From an optimization exercise on the open Yosys and OpenROAD flow, aimed at small area; shortcuts taken in it are not production practice. In this exercise RTL edits were held to simulation tests only and were not proved equivalent to the original. Power figures rest on the tool's default switching activity, not on a simulated workload. The flow treats the clock pin as an ideal source, which a real chip does not have.

==> flow/design.v (excerpt) <==
module mips_multicycle_core #(
    parameter logic [31:0] RESET_PC        = 32'h0000_0000,
    parameter bit          HALT_ON_ILLEGAL = 1'b1,
    parameter int unsigned WAIT_LIMIT      = 0
) (
    input  logic        clk,
    input  logic        rst_n,
    output logic        imem_req,
    output logic [31:0] imem_addr,
    input  logic [31:0] imem_rdata,
    input  logic        imem_ready,
    output logic        dmem_req,
    output logic        dmem_we,
    output logic [31:0] dmem_addr,
    output logic [31:0] dmem_wdata,
    input  logic [31:0] dmem_rdata,
    input  logic        dmem_ready,
    output logic [31:0] pc,
    output logic        retire,
    output logic        halted
);
Size: roughly 1900 cells after synthesis, roughly 1100 flip-flops.
clock: 10.0 ns
lec_check: 0
abc_area: 1
cap_margin: 20
core_margin: 2
core_utilization: 60
place_density: 0.65
slew_margin: 20
standard.sh (not shown) runs the stock make flow with config.mk's settings and CLKGATE_MAP_FILE= SYNTH_SCRIPT=/design/flow/synth_recipe.tcl, a recipe that flattens the netlist after the stock synthesis.
==> flow/flow/run.sh <==
#!/bin/bash
# Standard layout, with port buffers of the smallest buffer cell and a CTS
# with larger sink clusters and no dummy loads.
set -euo pipefail
export BUFFER_PORTS_ARGS="-buffer_cell sky130_fd_sc_hd__buf_1"
export CTS_ARGS="-sink_clustering_enable -repair_clock_nets -dont_use_dummy_load -sink_clustering_size 30 -sink_clustering_max_diameter 80"
bash standard.sh > standard_flow.log 2>&1
Then changed:
==> flow/run.sh (new file) <==
#!/bin/bash
# synth_recipe.tcl (not shown) runs the flow's synth.tcl, then flattens the netlist and writes it again
# the make line also repeats each setting of config.mk as NAME=value (left out here)
make -C /OpenROAD-flow-scripts/flow DESIGN_CONFIG=/design/flow/config.mk WORK_HOME=/design/flow/orfs CLKGATE_MAP_FILE= SYNTH_SCRIPT=/design/flow/synth_recipe.tcl finish
Settings changed: ABC_AREA 1 to unset, CORE_UTILIZATION 60 to 25, PLACE_DENSITY 0.65 to 0.4.
removed: flow/flow/run.sh
removed: flow/standard.sh
After rerunning:
- count of clock-buffer cells in the layout increases by 112
- sequential cell count stays the same
- die area increases by 140%
- fmax decreases by 12%
- global-route usage decreases by 9.2 points
- final area increases by 17%
- synthesized area increases by 1.4%
- total power increases by 29%
- wire length increases by 26%
- setup slack gets worse by 680 ps


Another version of the RTL of mips_multicycle_core (not shown whole).
Size: about 1800 cells after synthesis.
Settings: LEC_CHECK=0, ABC_AREA=1, CAP_MARGIN=0, CORE_MARGIN=2, CORE_UTILIZATION=70, GPL_TIMING_DRIVEN=0, PLACE_DENSITY=0.75, SLEW_MARGIN=0; clock period 10.0 ns.
==> flow/flow/run.sh <==
#!/bin/bash
# Standard layout, with port buffers of the smallest buffer cell and a CTS
# with larger sink clusters and no dummy loads.
set -euo pipefail
export BUFFER_PORTS_ARGS="-buffer_cell sky130_fd_sc_hd__buf_1"
export CTS_ARGS="-sink_clustering_enable -repair_clock_nets -dont_use_dummy_load -sink_clustering_size 35 -sink_clustering_max_diameter 80"
bash standard.sh > standard_flow.log 2>&1
==> next run, changes <==
==> flow/flow/run.sh (replaced) <==
#!/bin/bash
# Standard layout, with port buffers of the smallest buffer cell and a CTS
# with larger sink clusters and no dummy loads.
set -euo pipefail
export BUFFER_PORTS_ARGS="-buffer_cell sky130_fd_sc_hd__buf_1"
export CTS_ARGS="-sink_clustering_enable -repair_clock_nets -dont_use_dummy_load -sink_clustering_size 30 -sink_clustering_max_diameter 80"
bash standard.sh > standard_flow.log 2>&1
- CAP_MARGIN: 0 -> 20
- GPL_TIMING_DRIVEN: 0 -> unset
- SLEW_MARGIN: 0 -> 20
The changed run finished with timing, DRC and antenna clean.
Final cell count is lower by 3.0%.
Count of clock-buffer cells in the layout is higher by 6.
Sequential share of layout area is higher by 1.2 points.
Core utilization is lower by 1.1 points.
Fmax is higher by 14%.
Worst setup slack gains 0.71 ns.
Synthesized cell count stays the same.
Cell area is lower by 1.4%.
Routed wire length is lower by 4.3%.
Synthesized area does not change.


mips_multicycle_core with an RTL version that a note above also has.
Size: about 1800 cells after synthesis, about 1100 flip-flops.
Design mips_multicycle_core, start of the top module:
module mips_multicycle_core #(
    parameter logic [31:0] RESET_PC        = 32'h0000_0000,
    parameter bit          HALT_ON_ILLEGAL = 1'b1,
    parameter int unsigned WAIT_LIMIT      = 0
) (
    input  logic        clk,
    input  logic        rst_n,
    output logic        imem_req,
    output logic [31:0] imem_addr,
    input  logic [31:0] imem_rdata,
    input  logic        imem_ready,
    output logic        dmem_req,
    output logic        dmem_we,
    output logic [31:0] dmem_addr,
    output logic [31:0] dmem_wdata,
    input  logic [31:0] dmem_rdata,
    input  logic        dmem_ready,
    output logic [31:0] pc,
    output logic        retire,
    output logic        halted
);
    localparam logic [5:0] OP_RTYPE = 6'h00;
    localparam logic [5:0] OP_J     = 6'h02;
    localparam logic [5:0] OP_BEQ   = 6'h04;
    localparam logic [5:0] OP_BNE   = 6'h05;
    localparam logic [5:0] OP_ADDI  = 6'h08;
    localparam logic [5:0] OP_LW    = 6'h23;
    localparam logic [5:0] OP_SW    = 6'h2B;
    localparam logic [5:0] FN_ADD   = 6'h20;
    localparam logic [5:0] FN_SUB   = 6'h22;
    localparam logic [5:0] FN_AND   = 6'h24;
    localparam logic [5:0] FN_OR    = 6'h25;
    localparam logic [5:0] FN_SLT   = 6'h2A;
    typedef enum logic [3:0] {
        S_CLR   = 4'd0,
        S_FETCH = 4'd1,
        S_WAITX = 4'd2,
        S_X1    = 4'd3,
        S_X2    = 4'd4,
        S_X3    = 4'd5,
        S_FIX   = 4'd6,
        S_MEM   = 4'd7,
        S_WAITM = 4'd8,
        S_WB    = 4'd9,
        S_HALT  = 4'd10
    } state_t;
    state_t      state_q, state_d;
    logic [4:0]  cnt_q;
    logic [31:0] ir_q;
    logic [31:2] a_q;           
    logic [31:0] w_q;           
    logic [31:0] p_q;           
    logic        c_q;           
    logic        pc_c_q;        
    logic        eq_q, lt_q, mis_q;
    logic [31:0] rf_q [1:31];
  ...
==> flow/config.mk <==
export PLATFORM = sky130hd
export DESIGN_NAME = mips_multicycle_core
export DESIGN_NICKNAME = mips_multicycle_core
export VERILOG_FILES = /design/flow/design.v
export SDC_FILE = /design/flow/constraint.sdc
export NUM_CORES = 4
export LEC_CHECK = 0
export CAP_MARGIN = 20
export CORE_MARGIN = 2
export CORE_UTILIZATION = 25
export CTS_BUF_LIST = sky130_fd_sc_hd__clkbuf_4
export CTS_CLUSTER_SIZE = 30
export PLACE_DENSITY = 0.4
export SLEW_MARGIN = 20
==> flow/constraint.sdc <==
create_clock -name core_clock -period 10.0 [get_ports {clk}]
set_input_delay 2.0000 -clock core_clock [delete_from_list [all_inputs] [get_ports {clk}]]
set_output_delay 2.0000 -clock core_clock [all_outputs]
set_load 0.01 [all_outputs]
run.sh (not shown) runs the stock make flow with config.mk's settings and CLKGATE_MAP_FILE= SYNTH_SCRIPT=/design/flow/synth_recipe.tcl, a recipe that flattens the netlist after the stock synthesis.
Stock flow here: none of the scripts above is used.
==> next run, changes <==
==> flow/flow/run.sh (new file) <==
#!/bin/bash
# Standard layout, with port buffers of the smallest buffer cell and no CTS dummy loads.
set -euo pipefail
export BUFFER_PORTS_ARGS="-buffer_cell sky130_fd_sc_hd__buf_1"
export CTS_ARGS="-sink_clustering_enable -repair_clock_nets -dont_use_dummy_load"
bash standard.sh > standard_flow.log 2>&1
==> flow/standard.sh (new file) <==
#!/bin/bash
# synth_recipe.tcl (not shown) runs the flow's synth.tcl, then flattens the netlist and writes it again
# the make line also repeats each setting of config.mk as NAME=value (left out here)
make -C /OpenROAD-flow-scripts/flow DESIGN_CONFIG=/design/flow/config.mk WORK_HOME=/design/flow/orfs CLKGATE_MAP_FILE= SYNTH_SCRIPT=/design/flow/synth_recipe.tcl "${@:-finish}"
ABC_AREA = 1   (was unset)
CTS_BUF_LIST = unset   (was sky130_fd_sc_hd__clkbuf_4)
CTS_CLUSTER_SIZE = unset   (was 30)
removed: flow/run.sh
=> The new run ran to the end with no violations; via count falls by 10%; count of clock-buffer cells in the layout falls by 324; routed wire length falls by 11%.

what the ideal ports hide:
No port has a modelled driver above. Below, the same layouts with a new extraction and two added sets of constraints.
Step 1: set_driving_cell puts a clkbuf_16 on clk and a buf_2 on each other input, an assumption about the parent block.
Step 2, shift: input delay + t, output delay - t, t = (earliest + latest rising clock arrival at the registers) / 2. This alone moves slack from input paths to output paths.
Slacks: no drivers / after step 1 / after step 2; pairs: no drivers / after step 1.
| run | shift t [ns] | setup slack, ns | hold slack, ns | latest minus earliest clock arrival (ns) |
|---|---|---|---|---|
| the first run of note 1 | 0.625 | 4.808 / 4.808 / 4.808 | 0.261 / 0.261 / 0.261 | 0.090 / 0.090 |
| the second run of note 1 | 0.729 | 4.131 / 4.131 / 4.131 | 0.283 / 0.283 / 0.283 | 0.058 / 0.058 |
| the first run of note 2 | 0.625 | 4.091 / 4.091 / 4.091 | 0.285 / 0.285 / 0.285 | 0.071 / 0.071 |
| the second run of note 2 | 0.626 | 4.797 / 4.797 / 4.797 | 0.270 / 0.270 / 0.270 | 0.104 / 0.104 |
| the first run of note 3 | 1.048 | 4.098 / 4.041 / 4.145 | 0.225 / 0.225 / 0.225 | 0.129 / 0.128 |
| the second run of note 3 | 0.690 | 4.591 / 4.591 / 4.591 | 0.281 / 0.281 / 0.281 | 0.055 / 0.054 |
After both steps every run listed still meets setup and hold.
